Background: an optimization exercise with open tools, aiming at small area. Do not read the settings as production practice.
Where RTL was checked, it was by simulation tests only, not by an equivalence proof against the original.
Power and IR drop assume default switching activity.

==> v16: inputs <==
// mipsPipe
module mipsPipe (
	input  logic clk,
	input  logic reset,
	output logic [32-1:0] imemAddr,
	input  logic [32-1:0] imemData,
	output logic [32-1:0] dmemAddr,
	output logic [32-1:0] dmemWdata,
	output logic dmemWe,
	input  logic [32-1:0] dmemRdata
);
clock: 7.0 ns
lec_check: 0
cap_margin: 20
core_margin: 2
core_utilization: 70
cts_buf_list: sky130_fd_sc_hd__clkbuf_8
cts_cluster_diameter: 60
cts_cluster_size: 20
slew_margin: 20
synth_hierarchical: 1
synth_minimum_keep_size: 0
standard.sh (not shown) runs the stock make flow with config.mk's settings and CLKGATE_MAP_FILE= SYNTH_SCRIPT=/design/flow/synth_recipe.tcl, a recipe that flattens the netlist after the stock synthesis.
==> flow/flow/run.sh <==
#!/bin/bash
# The standard layout with two changes:
#  - after synthesis, each combinational cell is swapped for the smallest cell of
#    its family (flow/downsize.tcl); the flow's own repair steps size cells back up
#    where timing, slew or load need it
#  - each port is buffered by the smallest buffer cell
# Each step's full output goes to its own log in this folder.
set -euo pipefail
export BUFFER_PORTS_ARGS="-buffer_cell sky130_fd_sc_hd__buf_1"
export REMOVE_ABC_BUFFERS=1
bash standard.sh synth > synth.log 2>&1
SYNTH_ODB=orfs/results/sky130hd/mipsPipe/base/1_synth.odb \
DONT_USE_LIST="sky130_fd_sc_hd__probe_p_8 sky130_fd_sc_hd__probec_p_8 sky130_fd_sc_hd__lpflow_*" \
	openroad -no_init -exit flow/downsize.tcl > downsize.log 2>&1
bash standard.sh > standard_flow.log 2>&1
==> flow/flow/downsize.tcl <==
# Swap each combinational cell of the synthesized netlist for the smallest cell of
# its family (same function and pins, e.g. a21oi_2 -> a21oi_1). Timing repair later
# in the flow sizes cells back up where the design needs it.
set platform $::env(FLOW_HOME)/platforms/sky130hd
read_lef $platform/lef/sky130_fd_sc_hd.tlef
read_lef $platform/lef/sky130_fd_sc_hd_merged.lef
read_liberty $platform/lib/sky130_fd_sc_hd__tt_025C_1v80.lib
set odb $::env(SYNTH_ODB)
read_db $odb

set dont_use {}
foreach p $::env(DONT_USE_LIST) { lappend dont_use $p }

# smallest-area member of each family
array set best {}
foreach lc [get_lib_cells */*] {
  set name [get_name $lc]
  if {![regexp {^(sky130_fd_sc_hd__.+)_([0-9]+)$} $name -> fam size]} continue
  set skip 0
  foreach p $dont_use { if {[string match $p $name]} { set skip 1 } }
  if {$skip} continue
  set a [get_property $lc area]
  if {![info exists best($fam)] || $a < [lindex $best($fam) 1]} {
    set best($fam) [list $name $a]
  }
}

set saved 0.0
set n 0
foreach inst [get_cells *] {
  set lc [get_lib_cells -of_objects $inst]
  set name [get_name $lc]
  # registers, latches, ties and physical cells stay as they are
  if {[regexp {__(s?e?df|dl|conb|tap|fill|decap|diode)} $name]} continue
  if {![regexp {^(sky130_fd_sc_hd__.+)_([0-9]+)$} $name -> fam size]} continue
  if {![info exists best($fam)]} continue
  set b [lindex $best($fam) 0]
  set a [get_property $lc area]
  if {$b ne $name && [lindex $best($fam) 1] < $a} {
    replace_cell $inst $b
    set saved [expr {$saved + $a - [lindex $best($fam) 1]}]
    incr n
  }
}
puts "downsized $n cells, saving [format %.1f $saved] um2"
write_db $odb
set tot 0.0
foreach inst [get_cells *] { set tot [expr {$tot + [get_property [get_lib_cells -of_objects $inst] area]}] }
puts "area after [format %.1f $tot]"
==> v8 (differences from v16) <==
--- a/flow/design.v
+++ b/flow/design.v
@@ -63,25 +63,27 @@
 			end
 			assign ringOuts[4*gi-4 +: 4] = ring[3:0];
 		end
 	endgenerate
 	logic [3:0] a, b;
 	andOrMux rdA (.d(ringOuts), .sel(selA), .y(a));
 	andOrMux rdB (.d(ringOuts), .sel(selB), .y(b));
 	logic [3:0] insD, immD;
-	logic [7:0] phHot;
-	assign phHot = 8'd1 << ph;
-	genvar gd;
-	generate
-		for (gd = 0; gd < 4; gd++) begin : gInsD
-			pick7 pk (.d({imemData[24+gd], imemData[20+gd], imemData[16+gd], imemData[12+gd],
-				imemData[8+gd], imemData[4+gd], imemData[gd]}), .sel(phHot[6:0]), .y(insD[gd]));
-		end
-	endgenerate
+	always_comb begin
+		case (ph)
+			3'd0: insD = imemData[3:0];
+			3'd1: insD = imemData[7:4];
+			3'd2: insD = imemData[11:8];
+			3'd3: insD = imemData[15:12];
+			3'd4: insD = imemData[19:16];
+			3'd5: insD = imemData[23:20];
+			default: insD = imemData[27:24];
+		endcase
+	end
 	assign immD = ph[2] ? {4{imemData[15]}} : insD;
 	function automatic logic [4:0] addDigit(input logic [3:0] x, input logic [3:0] y,
 		input logic cIn);
 		logic c;
 		c = cIn;
 		for (int i = 0; i < 4; i++) begin
 			addDigit[i] = x[i] ^ y[i] ^ c;
 			c = (x[i] & y[i]) | (c & (x[i] ^ y[i]));
@@ -104,26 +106,28 @@
 		end else if (isLw) begin
 			wd = (ph == 3'd0) ? dmemRdata[3:0] : dataQ[3:0];
 		end else begin
 			wd = {3'd0, flag && ph == 3'd0};
 		end
 	end
 	logic [3:0] pcD, pcSum, nextD;
 	logic pcCOut;
-	generate
-		for (gd = 0; gd < 2; gd++) begin : gPcLo
-			pick8 pk (.d({pc[30+gd], pc[26+gd], pc[22+gd], pc[18+gd], pc[14+gd], pc[10+gd],
-				pc[6+gd], pc[2+gd]}), .sel(phHot), .y(pcD[gd]));
-		end
-		for (gd = 2; gd < 4; gd++) begin : gPcHi
-			pick7 pk (.d({pc[26+gd], pc[22+gd], pc[18+gd], pc[14+gd], pc[10+gd],
-				pc[6+gd], pc[2+gd]}), .sel(phHot[6:0]), .y(pcD[gd]));
-		end
-	endgenerate
+	always_comb begin
+		case (ph)
+			3'd0: pcD = pc[5:2];
+			3'd1: pcD = pc[9:6];
+			3'd2: pcD = pc[13:10];
+			3'd3: pcD = pc[17:14];
+			3'd4: pcD = pc[21:18];
+			3'd5: pcD = pc[25:22];
+			3'd6: pcD = pc[29:26];
+			default: pcD = {2'b00, pc[31:30]};
+		endcase
+	end
 	assign {pcCOut, pcSum} = addDigit(pcD, (isBeq && !flag) ? immD : 4'd0,
 		(ph == 3'd0) || pcCarry);
 	always_comb begin
 		if (boot) begin
 			nextD = 4'd0;
 		end else if (!isJ || ph == 3'd7) begin
 			nextD = pcSum;
 		end else if (ph == 3'd6) begin
@@ -138,55 +142,39 @@
 		addrQ <= {res, addrQ[31:4]};
 		if (!rot) begin
 			if (isBeq) begin
 				flag <= (flag && ph != 3'd0) || (a != b);
 			end else if (ph == 3'd7) begin
 				flag <= (a[3] != b[3]) ? a[3] : sum[3];
 			end
 		end
-		dataQ <= {dataIn, dataNext};
-	end
-	logic grab, grabN;
-	logic [3:0] dataIn;
-	logic [27:0] dataNext;
-	assign grab = rot && isLw && ph == 3'd0;
-	assign grabN = !grab;
-	assign dataIn = (!rot && isSw && !boot) ? b : nextD;
-	generate
-		for (gd = 0; gd < 28; gd++) begin : gGrab
-			andOr22 g (.a1(grab), .a2(dmemRdata[gd+4]), .b1(grabN), .b2(dataQ[gd+4]),
-				.y(dataNext[gd]));
-		end
-	endgenerate
+		if (rot && isLw && ph == 3'd0) begin
+			dataQ <= {nextD, dmemRdata[31:4]};
+		end else begin
+			dataQ <= {(!rot && isSw && !boot) ? b : nextD, dataQ[31:4]};
+		end
+	end
 	always_ff @(posedge clk) begin
 		if (reset) begin
 			ph <= 3'd0;
 			rot <= 1'b0;
 			boot <= 1'b1;
 		end else begin
 			ph <= ph + 3'd1;
 			if (ph == 3'd7) begin
 				rot <= !lastTurn;
 				boot <= 1'b0;
 			end
 		end
 	end
-	logic pcLoad, pcLoadN;
-	logic [31:2] pcNew, pcIn;
-	assign pcLoad = ph == 3'd7 && lastTurn;
-	assign pcLoadN = !pcLoad;
-	assign pcNew = {nextD[1:0], dataQ[31:4]};
-	generate
-		for (gd = 2; gd < 32; gd++) begin : gPc
-			andOr22 g (.a1(pcLoad), .a2(pcNew[gd]), .b1(pcLoadN), .b2(pc[gd]), .y(pcIn[gd]));
-		end
-	endgenerate
 	always_ff @(posedge clk) begin
-		pc <= pcIn;
+		if (ph == 3'd7 && lastTurn) begin
+			pc <= {nextD[1:0], dataQ[31:4]};
+		end
 	end
 	assign imemAddr = {pc, 2'b00};
 	assign dmemAddr = addrQ;
 	assign dmemWdata = dataQ;
 	assign dmemWe = isSw && rot && ph == 3'd0;
 endmodule
 module oneHot5 (
 	input  logic [4:0] code,
@@ -248,36 +236,8 @@
 	aoi21 g (.a1(take), .a2(newN), .b(keepN), .y(d));
 endmodule
 module aoi21 (
 	input  logic a1, a2, b,
 	output logic y
 );
 	assign y = !((a1 && a2) || b);
 endmodule
-module pick7 (
-	input  logic [6:0] d,
-	input  logic [6:0] sel,
-	output logic y
-);
-	logic [2:0] part;
-	aoi222 g0 (.a1(d[0]), .a2(sel[0]), .b1(d[1]), .b2(sel[1]), .c1(d[2]), .c2(sel[2]), .y(part[0]));
-	aoi222 g1 (.a1(d[3]), .a2(sel[3]), .b1(d[4]), .b2(sel[4]), .c1(d[5]), .c2(sel[5]), .y(part[1]));
-	assign part[2] = !(d[6] && sel[6]);
-	assign y = ~&part;
-endmodule
-module pick8 (
-	input  logic [7:0] d,
-	input  logic [7:0] sel,
-	output logic y
-);
-	logic [2:0] part;
-	aoi222 g0 (.a1(d[0]), .a2(sel[0]), .b1(d[1]), .b2(sel[1]), .c1(d[2]), .c2(sel[2]), .y(part[0]));
-	aoi222 g1 (.a1(d[3]), .a2(sel[3]), .b1(d[4]), .b2(sel[4]), .c1(d[5]), .c2(sel[5]), .y(part[1]));
-	assign part[2] = !((d[6] && sel[6]) || (d[7] && sel[7]));
-	assign y = ~&part;
-endmodule
-module andOr22 (
-	input  logic a1, a2, b1, b2,
-	output logic y
-);
-	assign y = (a1 && a2) || (b1 && b2);
-endmodule
==> flow/flow/run.sh (replaced) <==
#!/bin/bash
# The standard layout with two changes:
#  - after synthesis, each combinational cell is swapped for the smallest cell of
#    its family (flow/downsize.tcl); the flow's own repair steps size cells back up
#    where timing, slew or load need it
#  - each port is buffered by the smallest buffer cell
# Each step's full output goes to its own log in this folder.
set -euo pipefail
export BUFFER_PORTS_ARGS="-buffer_cell sky130_fd_sc_hd__buf_1"
bash standard.sh synth > synth.log 2>&1
SYNTH_ODB=orfs/results/sky130hd/mipsPipe/base/1_synth.odb \
DONT_USE_LIST="sky130_fd_sc_hd__probe_p_8 sky130_fd_sc_hd__probec_p_8 sky130_fd_sc_hd__lpflow_*" \
	openroad -no_init -exit flow/downsize.tcl > downsize.log 2>&1
bash standard.sh > standard_flow.log 2>&1
--- a/flow/flow/downsize.tcl
+++ b/flow/flow/downsize.tcl
@@ -39,11 +39,8 @@
   if {$b ne $name && [lindex $best($fam) 1] < $a} {
     replace_cell $inst $b
     set saved [expr {$saved + $a - [lindex $best($fam) 1]}]
     incr n
   }
 }
 puts "downsized $n cells, saving [format %.1f $saved] um2"
 write_db $odb
-set tot 0.0
-foreach inst [get_cells *] { set tot [expr {$tot + [get_property [get_lib_cells -of_objects $inst] area]}] }
-puts "area after [format %.1f $tot]"
- CORE_UTILIZATION: 70 -> 65
==> v33 (differences from v16) <==
==> flow/design.v (replaced) <==
`timescale 1ns/10ps
module mipsPipe (
	input  logic clk,
	input  logic reset,
	output logic [32-1:0] imemAddr,
	input  logic [32-1:0] imemData,
	output logic [32-1:0] dmemAddr,
	output logic [32-1:0] dmemWdata,
	output logic dmemWe,
	input  logic [32-1:0] dmemRdata
);
	logic [2:0] ph;        
	logic rot;             
	logic [31:2] pc;
	logic [31:0] addrQ;    
	logic [31:0] dataQ;    
	logic carry;           
	logic pcCarry;         
	logic flag;            
	logic boot;            
	logic [5:0] op, fn;
	logic [4:0] rs, rt, rd;
	assign op = imemData[31:26];
	assign rs = imemData[25:21];
	assign rt = imemData[20:16];
	assign rd = imemData[15:11];
	assign fn = imemData[5:0];
	logic isR, fAdd, fSub, fAnd, fOr, fSlt, isAddi, isLw, isSw, isBeq, isJ;
	assign isR = (op == 6'b000000);
	assign fAdd = isR && (fn == 6'b100000);
	assign fSub = isR && (fn == 6'b100010);
	assign fAnd = isR && (fn == 6'b100100);
	assign fOr = isR && (fn == 6'b100101);
	assign fSlt = isR && (fn == 6'b101010);
	assign isAddi = (op == 6'b001000);
	assign isLw = (op == 6'b100011);
	assign isSw = (op == 6'b101011);
	assign isBeq = (op == 6'b000100);
	assign isJ = (op == 6'b000010);
	logic twoTurns, lastTurn;
	assign twoTurns = fSlt || isBeq || isLw || isSw;
	assign lastTurn = rot || !twoTurns || boot;
	logic [3:0] wd;
	logic [4:0] dest;
	logic wen;
	logic [31:1] selA, selB, selW;
	logic [123:0] ringOuts;
	oneHot5 decA (.code(rs), .hot(selA));
	oneHot5 decB (.code(rt), .hot(selB));
	oneHot5 decW (.code(dest & {5{wen}}), .hot(selW));
	genvar gi;
	generate
		for (gi = 1; gi < 32; gi++) begin : gReg
			logic [31:0] ring;
			always_ff @(posedge clk) begin
				ring <= {selW[gi] ? wd : ring[3:0], ring[31:4]};
			end
			assign ringOuts[4*gi-4 +: 4] = ring[3:0];
		end
	endgenerate
	logic [3:0] a, b;
	andOrMux rdA (.d(ringOuts), .sel(selA), .y(a));
	andOrMux rdB (.d(ringOuts), .sel(selB), .y(b));
	logic [3:0] insD, immD;
	always_comb begin
		case (ph)
			3'd0: insD = imemData[3:0];
			3'd1: insD = imemData[7:4];
			3'd2: insD = imemData[11:8];
			3'd3: insD = imemData[15:12];
			3'd4: insD = imemData[19:16];
			3'd5: insD = imemData[23:20];
			default: insD = imemData[27:24];
		endcase
	end
	assign immD = ph[2] ? {4{imemData[15]}} : insD;
	function automatic logic [4:0] addDigit(input logic [3:0] x, input logic [3:0] y,
		input logic cIn);
		logic c;
		c = cIn;
		for (int i = 0; i < 4; i++) begin
			addDigit[i] = x[i] ^ y[i] ^ c;
			c = (x[i] & y[i]) | (c & (x[i] ^ y[i]));
		end
		addDigit[4] = c;
	endfunction
	logic useImm, sub;
	logic [3:0] bOp, sum, res;
	logic cOut;
	assign useImm = isAddi || isLw || isSw;
	assign sub = fSub || fSlt;
	assign bOp = useImm ? immD : b;
	assign {cOut, sum} = addDigit(a, sub ? ~bOp : bOp, (ph == 3'd0) ? sub : carry);
	assign res = fAnd ? (a & b) : fOr ? (a | b) : sum;
	assign dest = isR ? rd : rt;
	assign wen = rot ? (fSlt || isLw) : (fAdd || fSub || fAnd || fOr || isAddi);
	always_comb begin
		if (!rot) begin
			wd = res;
		end else if (isLw) begin
			wd = (ph == 3'd0) ? dmemRdata[3:0] : dataQ[3:0];
		end else begin
			wd = {3'd0, flag && ph == 3'd0};
		end
	end
	logic [3:0] pcD, pcSum, nextD;
	logic pcCOut;
	always_comb begin
		case (ph)
			3'd0: pcD = pc[5:2];
			3'd1: pcD = pc[9:6];
			3'd2: pcD = pc[13:10];
			3'd3: pcD = pc[17:14];
			3'd4: pcD = pc[21:18];
			3'd5: pcD = pc[25:22];
			3'd6: pcD = pc[29:26];
			default: pcD = {2'b00, pc[31:30]};
		endcase
	end
	assign {pcCOut, pcSum} = addDigit(pcD, (isBeq && !flag) ? immD : 4'd0,
		(ph == 3'd0) || pcCarry);
	always_comb begin
		if (boot) begin
			nextD = 4'd0;
		end else if (!isJ || ph == 3'd7) begin
			nextD = pcSum;
		end else if (ph == 3'd6) begin
			nextD = {pcSum[3:2], insD[1:0]};
		end else begin
			nextD = insD;
		end
	end
	always_ff @(posedge clk) begin
		carry <= cOut;
		pcCarry <= pcCOut;
		addrQ <= {res, addrQ[31:4]};
		if (!rot) begin
			if (isBeq) begin
				flag <= (flag && ph != 3'd0) || (a != b);
			end else if (ph == 3'd7) begin
				flag <= (a[3] != b[3]) ? a[3] : sum[3];
			end
		end
		if (rot && isLw && ph == 3'd0) begin
			dataQ <= {nextD, dmemRdata[31:4]};
		end else begin
			dataQ <= {(!rot && isSw && !boot) ? b : nextD, dataQ[31:4]};
		end
	end
	always_ff @(posedge clk) begin
		if (reset) begin
			ph <= 3'd0;
			rot <= 1'b0;
			boot <= 1'b1;
		end else begin
			ph <= ph + 3'd1;
			if (ph == 3'd7) begin
				rot <= !lastTurn;
				boot <= 1'b0;
			end
		end
	end
	always_ff @(posedge clk) begin
		if (ph == 3'd7 && lastTurn) begin
			pc <= {nextD[1:0], dataQ[31:4]};
		end
	end
	assign imemAddr = {pc, 2'b00};
	assign dmemAddr = addrQ;
	assign dmemWdata = dataQ;
	assign dmemWe = isSw && rot && ph == 3'd0;
endmodule
module oneHot5 (
	input  logic [4:0] code,
	output logic [31:1] hot
);
	logic [3:0] loN;
	logic [7:0] hiN;
	genvar gi;
	generate
		for (gi = 0; gi < 4; gi++) begin : gLo
			assign loN[gi] = !(code[1:0] == gi);
		end
		for (gi = 0; gi < 8; gi++) begin : gHi
			assign hiN[gi] = !(code[4:2] == gi);
		end
		for (gi = 1; gi < 32; gi++) begin : gHot
			nor2 n (.a(loN[gi % 4]), .b(hiN[gi / 4]), .y(hot[gi]));
		end
	endgenerate
endmodule
module nor2 (
	input  logic a, b,
	output logic y
);
	assign y = !(a || b);
endmodule
module andOrMux (
	input  logic [123:0] d,
	input  logic [31:1] sel,
	output logic [3:0] y
);
	genvar gb, gg;
	generate
		for (gb = 0; gb < 4; gb++) begin : gBit
			logic [10:0] part;
			for (gg = 0; gg < 10; gg++) begin : gGrp
				aoi222 g (.a1(d[4*(3*gg)+gb]), .a2(sel[3*gg+1]), .b1(d[4*(3*gg+1)+gb]),
					.b2(sel[3*gg+2]), .c1(d[4*(3*gg+2)+gb]), .c2(sel[3*gg+3]), .y(part[gg]));
			end
			assign part[10] = !(d[4*30+gb] && sel[31]);
			assign y[gb] = ~&part;
		end
	endgenerate
endmodule
module aoi222 (
	input  logic a1, a2, b1, b2, c1, c2,
	output logic y
);
	assign y = ~((a1 & a2) | (b1 & b2) | (c1 & c2));
endmodule
==> flow/flow/run.sh (replaced) <==
#!/bin/bash
# The standard layout, with each port buffered by the smallest buffer cell
# instead of the default choice. Everything else is the standard flow's own flow.
set -euo pipefail
export BUFFER_PORTS_ARGS="-buffer_cell sky130_fd_sc_hd__buf_1"
bash standard.sh > standard_flow.log 2>&1
- CORE_UTILIZATION: 70 -> 65
removed: flow/flow/downsize.tcl
==> impl_table.tex <==
\begin{tabular}{lr}
\hline
Metric & Value \\
\hline
\multicolumn{2}{l}{\textbf{Worst setup path}} \\
Worst-path cell with the longest stage delay & sky130\_fd\_sc\_hd\_\_a222oi\_1 \\
Crit path cell chain & buf\_1 > nand2b\_1 > nor2\_1 > a222oi\_1 > nand4\_1 > a2111o\_1 > mux2i\_1 > o21ai\_1 > xnor2\_1 > fa\_1 > inv\_1 > fa\_1 > fa\_1 > inv\_1 > fa\_1 > nor2b\_1 > o32a\_1 > buf\_4 > a21oi\_1 \\
\multicolumn{2}{l}{\textbf{Cells and area}} \\
Fraction of area in multi-input gates & 0.163 \\
\multicolumn{2}{l}{\textbf{Power}} \\
Power share of the sequential group & 0.688 \\
Power Internal & 7.29 mW \\
\multicolumn{2}{l}{\textbf{Route}} \\
DR WL/cell & 21.9 um \\
\multicolumn{2}{l}{\textbf{Outcome}} \\
Run status & timing/DRC/antenna clean \\
\multicolumn{2}{l}{\textbf{Placed design}} \\
RD Place Congestion & 0.937 \\
\multicolumn{2}{l}{\textbf{Timing}} \\
Period utilisation layout & 0.835 \\
\hline
\end{tabular}
The numbers above come from v33.

==> impl_table.tex <==
\begin{tabular}{lr}
\hline
Metric & Value \\
\hline
\multicolumn{2}{l}{\textbf{Route}} \\
DR WL/cell & 22.3 um \\
\multicolumn{2}{l}{\textbf{Cells and area}} \\
Fraction of area in multi-input gates & 0.155 \\
\multicolumn{2}{l}{\textbf{Outcome}} \\
Run status & timing/DRC/antenna clean \\
\multicolumn{2}{l}{\textbf{Placed design}} \\
RD Place Congestion & 0.912 \\
\multicolumn{2}{l}{\textbf{Worst setup path}} \\
Worst-path cell with the longest stage delay & sky130\_fd\_sc\_hd\_\_nand2b\_1 \\
\multicolumn{2}{l}{\textbf{Timing}} \\
Period utilisation layout & 0.830 \\
\hline
\end{tabular}
The numbers above come from v8.

==> impl_table.tex <==
\begin{tabular}{lr}
\hline
Metric & Value \\
\hline
\multicolumn{2}{l}{\textbf{Cells and area}} \\
Most common cell after layout, fill and taps aside & sky130\_fd\_sc\_hd\_\_dfxtp\_1 \\
\multicolumn{2}{l}{\textbf{Outcome}} \\
Run status & timing/DRC/antenna clean \\
\multicolumn{2}{l}{\textbf{Route}} \\
DR WL/cell & 23.1 um \\
\multicolumn{2}{l}{\textbf{Clock tree}} \\
Clock Latency Late Sink & 0.74 ns \\
\multicolumn{2}{l}{\textbf{Placed design}} \\
RD Place Congestion & 0.926 \\
\multicolumn{2}{l}{\textbf{Timing}} \\
Period utilisation layout & 0.832 \\
\multicolumn{2}{l}{\textbf{Worst setup path}} \\
Crit path cell chain & buf\_1 > nand2b\_1 > nor2\_1 > a222oi\_1 > nand4\_1 > a2111o\_1 > inv\_1 > mux2i\_1 > xnor2\_1 > fa\_1 > inv\_1 > fa\_1 > inv\_1 > fa\_1 > fa\_1 > mux2\_1 > a21oi\_4 > buf\_4 > a21oi\_1 \\
\hline
\end{tabular}
The numbers above come from v16.

No functional check of the RTL was part of v8.

[afterwards: timing with drivers on the ports]
The flow's constraints put no driver on any port. The routed layouts listed below were extracted and timed again, unchanged, in two steps. Step 1 sets driving cells, clkbuf_16 on the clock port and buf_2 on the other inputs (assumed; they add their load-dependent delay and slew). Step 2, shift: input delay + t, output delay - t, t = (earliest + latest rising clock arrival at the registers) / 2. This alone moves slack from input paths to output paths. Three values: no drivers, after step 1, after step 2; two values: the first two.
| run | t, ns | setup WS [ns] | worst setup path after step 2 | worst register clock-pin slew, ns |
|---|---|---|---|---|
| v16 | 0.764 | 1.178 / 1.199 / 0.435 | input to register | 0.12 / 0.12 |
| v8 | 0.703 | 1.193 / 1.220 / 0.517 | input to register | 0.12 / 0.12 |
| v33 | 0.702 | 1.157 / 1.140 / 0.438 | input to register | 0.12 / 0.12 |
After both steps every run listed still meets setup and hold. For v16, which loses most, drivers alone change the setup slack by +0.021 ns; drivers and shift together by -0.743 ns.
